From an optimization exercise on the open Yosys and OpenROAD flow, aimed at small area; shortcuts taken in it are not production practice. Function was checked by simulation only, so behaviour that the tests miss may differ from the original. Power is estimated from default activity; no workload was simulated.

Setup of build 66:
==> flow/design.v (excerpt) <==
module armDpTop (
  input  logic        clk,
  input  logic        rstN,
  input  logic        instrValid,
  input  logic [31:0] instr,
  output logic        resultValid,
  output logic        resultWrote,
  output logic [3:0]  resultRd,
  output logic [31:0] resultData,
  output logic [3:0]  flags
);
  logic       immSel;
  logic [3:0] opc;
  logic       setFlags;
  logic [3:0] rn;
  logic [3:0] rd;
  logic [3:0] rot;
  logic [7:0] imm8;
  logic [3:0] rm;
  assign immSel   = instr[25];
  assign opc      = instr[24:21];
  assign setFlags = instr[20];
  assign rn       = instr[19:16];
  assign rd       = instr[15:12];
  assign rot      = instr[11:8];
  assign imm8     = instr[7:0];
  assign rm       = instr[3:0];
  logic        validQ;
  logic        wroteQ;
  logic [3:0]  rdQ;
  logic [31:0] dataQ;
  logic        nQ;
  logic        cQ;
  logic        vQ;
  logic [15:0] selA;
  logic [15:0] selB;
  logic [15:0] rotHot;
  logic [15:0] we;
  logic        isTest;
  assign isTest = (opc[3:2] == 2'b10);
  always_comb
  begin
    for (int i = 0; i < 16; i++)
    begin
      selA[i]   = (rn == i);
      selB[i]   = (rm == i) & ~immSel;
      rotHot[i] = (rot == i) & immSel;
      we[i]     = ~rstN | (instrValid & ~isTest & (rd == i));
    end
  end
  logic [31:0] rdA;
  logic [31:0] rdB;
  logic [31:0] result;
  regFile regFile0 (
    .clk  (clk),
    .we   (we),
    .wd   (result),
    .selA (selA),
    .selB (selB),
    .rdA  (rdA),
    .rdB  (rdB)
  );
  logic [31:0] immOp;
  always_comb
  begin
    for (int j = 0; j < 32; j++)
    begin
      immOp[j] = 1'b0;
      for (int r = 0; r < 16; r++)
      begin
        if (((j + 2*r) % 32) < 8)
        begin
          immOp[j] = immOp[j] | (rotHot[r] & imm8[(j + 2*r) % 32]);
        end
      end
    end
  end
  logic arith;
  logic carry;
  logic ovf;
  ...
For scale: about 2000 cells after synthesis, ~560 flip-flops, roughly 0.027 mm^2 of cells after synthesis.
==> flow/config.mk <==
export PLATFORM = sky130hd
export DESIGN_NAME = armDpTop
export DESIGN_NICKNAME = armDpTop
export VERILOG_FILES = /design/flow/design.v
export SDC_FILE = /design/flow/constraint.sdc
export NUM_CORES = 4
export LEC_CHECK = 0
export CAP_MARGIN = 20
export CORE_MARGIN = 2
export CORE_UTILIZATION = 40
export CTS_CLUSTER_DIAMETER = 120
export CTS_CLUSTER_SIZE = 26
export SLEW_MARGIN = 20
export SYNTH_HIERARCHICAL = 1
export SYNTH_MINIMUM_KEEP_SIZE = 0
==> flow/constraint.sdc <==
create_clock -name core_clock -period 6.5 [get_ports {clk}]
set_input_delay 1.3000 -clock core_clock [delete_from_list [all_inputs] [get_ports {clk}]]
set_output_delay 1.3000 -clock core_clock [all_outputs]
set_load 0.01 [all_outputs]
standard.sh (not shown) runs the stock make flow with config.mk's settings and CLKGATE_MAP_FILE= SYNTH_SCRIPT=/design/flow/synth_recipe.tcl, a recipe that flattens the netlist after the stock synthesis.
==> flow/flow/run.sh <==
#!/bin/bash
# The standard layout (standard.sh, unchanged synthesis) with one extra ORFS setting:
# port buffers are buf_2 cells instead of the default delay-buffer pick.
# make's full output goes to standard_make.log; each ORFS step also keeps its own
# log under orfs/logs/.
set -euo pipefail
bash standard.sh \
  "BUFFER_PORTS_ARGS=-buffer_cell sky130_fd_sc_hd__buf_2" \
  finish > standard_make.log 2>&1
Having completed the whole flow, build 66 delivered a layout that passed the timing, DRC and antenna checks.
Edits applied to the flow inputs when going from build 66 to build 96:
Settings: SETUP_SLACK_MARGIN newly set to 0.1.
--- a/flow/flow/run.sh
+++ b/flow/flow/run.sh
@@ -2,2 +2,4 @@
-# The standard layout (standard.sh, unchanged synthesis) with one extra ORFS setting:
-# port buffers are buf_2 cells instead of the default delay-buffer pick.
+# The standard layout (standard.sh, unchanged synthesis) with extra ORFS settings:
+# port buffers are buf_2 cells instead of the default delay-buffer pick; after
+# global routing non-critical cells are sized down (ORFS's RECOVER_POWER step) and
+# flow/post_grt.tcl then repairs slew, capacitance and setup again.
@@ -8,0 +11,2 @@
+  "RECOVER_POWER=100" \
+  "POST_GLOBAL_ROUTE_TCL=$PWD/flow/post_grt.tcl" \
==> flow/flow/post_grt.tcl (new file) <==
# Runs at the end of ORFS's global-route step, after its power recovery has sized
# cells down: repair the slew and capacitance that left, then setup, with the same
# incremental re-route and legalisation the step uses around its own repairs.
log_cmd global_route -start_incremental
repair_design_helper
log_cmd detailed_placement
log_cmd global_route -end_incremental \
  -congestion_report_file $::env(REPORTS_DIR)/congestion_post_bench_repair.rpt
log_cmd estimate_parasitics -global_routing
log_cmd global_route -start_incremental
repair_timing_helper -setup
log_cmd detailed_placement
log_cmd global_route -end_incremental \
  -congestion_report_file $::env(REPORTS_DIR)/congestion_post_bench_timing.rpt
log_cmd estimate_parasitics -global_routing
report_metrics 5 "global route after bench repair"
### Flow results
Build 96 vs build 66: area growth from synthesis to layout up. Compared with build 66, build 96 shows a higher proportion of final cell area spent on non-clock buffers. Worst hold slack delta (build 96 -> build 66): insignificant. Sequential share of layout area (higher): build 66. Taking build 66 as the reference, in build 96 global-route usage moved up; worst setup slack lower. Switching power as a share of total power for build 96: 0.67 points up relative to build 66. Final instance area deteriorates in build 96 relative to build 66. Cell depth of the worst setup path (build 96 vs. build 66) decreases by a little under 10%. Going from build 66 to build 96, the proportion of power drawn by combinational gates was found to have gone up by 0.6 points. On maximum resistive drop on vdd, the lower figure sits with build 66, not build 96.

========
Another version of the RTL of armDpTop (not shown whole).
Size: ~2,100 cells after synthesis, roughly 550 flip-flops, about 77 I/O pins.
export LEC_CHECK = 0
export CAP_MARGIN = 20
export CORE_MARGIN = 2
export CORE_UTILIZATION = 40
export SLEW_MARGIN = 20
export SYNTH_HIERARCHICAL = 1
export SYNTH_MINIMUM_KEEP_SIZE = 0
create_clock -name core_clock -period 6.5 [get_ports {clk}]
==> flow/flow/run.sh <==
#!/bin/bash
# The standard layout (standard.sh, unchanged synthesis) with two extra ORFS settings:
# port buffers are buf_2 cells instead of the default delay-buffer pick, and after
# global routing non-critical cells are sized down (ORFS's RECOVER_POWER step).
# make's full output goes to standard_make.log; each ORFS step also keeps its own
# log under orfs/logs/.
set -euo pipefail
bash standard.sh \
  "BUFFER_PORTS_ARGS=-buffer_cell sky130_fd_sc_hd__buf_2" \
  "RECOVER_POWER=100" \
  finish > standard_make.log 2>&1
The starting point finished but failed the layout checks on max-capacitance violations, max-slew violations.
Next try:
==> flow/run.sh (new file) <==
#!/bin/bash
# synth_recipe.tcl (not shown) runs the flow's synth.tcl, then flattens the netlist and writes it again
# the make line also repeats each setting of config.mk as NAME=value (left out here)
make -C /OpenROAD-flow-scripts/flow DESIGN_CONFIG=/design/flow/config.mk WORK_HOME=/design/flow/orfs CLKGATE_MAP_FILE= SYNTH_SCRIPT=/design/flow/synth_recipe.tcl finish
removed: flow/flow/run.sh
removed: flow/standard.sh
Effect: The new run finished with timing, DRC and antenna clean. Final area goes up by 4.3%. Setup slack improves by 0.061 ns. Global-route usage came out higher by 0.12 points. Die area stays the same. Sequential share of layout area shrinks by 2.1 points. Flip-flop and latch count is unchanged.
Next try:
Settings changed: GPL_TIMING_DRIVEN set to 0.
Effect: Now the flow reached the layout checks and failed them: negative setup slack. Power falls by 2.8%. Hold slack gets worse by 0.012 ns. Wire length rises by 2.0%. Register-to-register slack gets worse by 0.32 ns. Clock power falls by about 3%. Die area stays the same. Cell area falls by 2.0%. Setup slack gets worse by 0.47 ns. Global-route usage rises by 0.67 points. Sequential share of layout area rises by 1.0 points. Via count falls by 2.7%.

separate check: timing with driven ports:
How much do the figures lean on ideal ports? The routed layouts below were timed once more, with nothing changed but the port constraints.
Step 1, drivers: a clkbuf_16 drives clk and a buf_2 each remaining input, both assumed.
Step 2 also shifts input and output timing later by t, the mid clock arrival at the registers, as if the neighbouring blocks saw the same clock.
Slacks: no drivers / after step 1 / after step 2; pairs: no drivers / after step 1.
run | t, ns | setup slack, ns | hold WS [ns] | worst slew at a driven data input, ns | pins driven straight from the clock port
build 66 | 0.671 | 0.260 / 0.288 / -0.382 | 0.484 / 0.484 / 0.484 | 0.12 | 1
build 96 | 0.655 | 0.254 / 0.206 / -0.449 | 0.483 / 0.483 / 0.483 | 0.16 | 1
the first run of note 2 | 0.677 | 0.181 / 0.218 / -0.460 | 0.600 / 0.600 / 0.600 | 0.09 | 1
the second run of note 2 | 0.690 | 0.242 / 0.265 / -0.424 | 0.586 / 0.586 / 0.586 | 0.07 | 1
the third run of note 2 | 0.694 | -0.224 / -0.195 / -0.888 | 0.573 / 0.573 / 0.573 | 0.07 | 1
The setup slack of build 96, which loses most, moves by -0.048 ns with the drivers and by -0.703 ns with both steps.
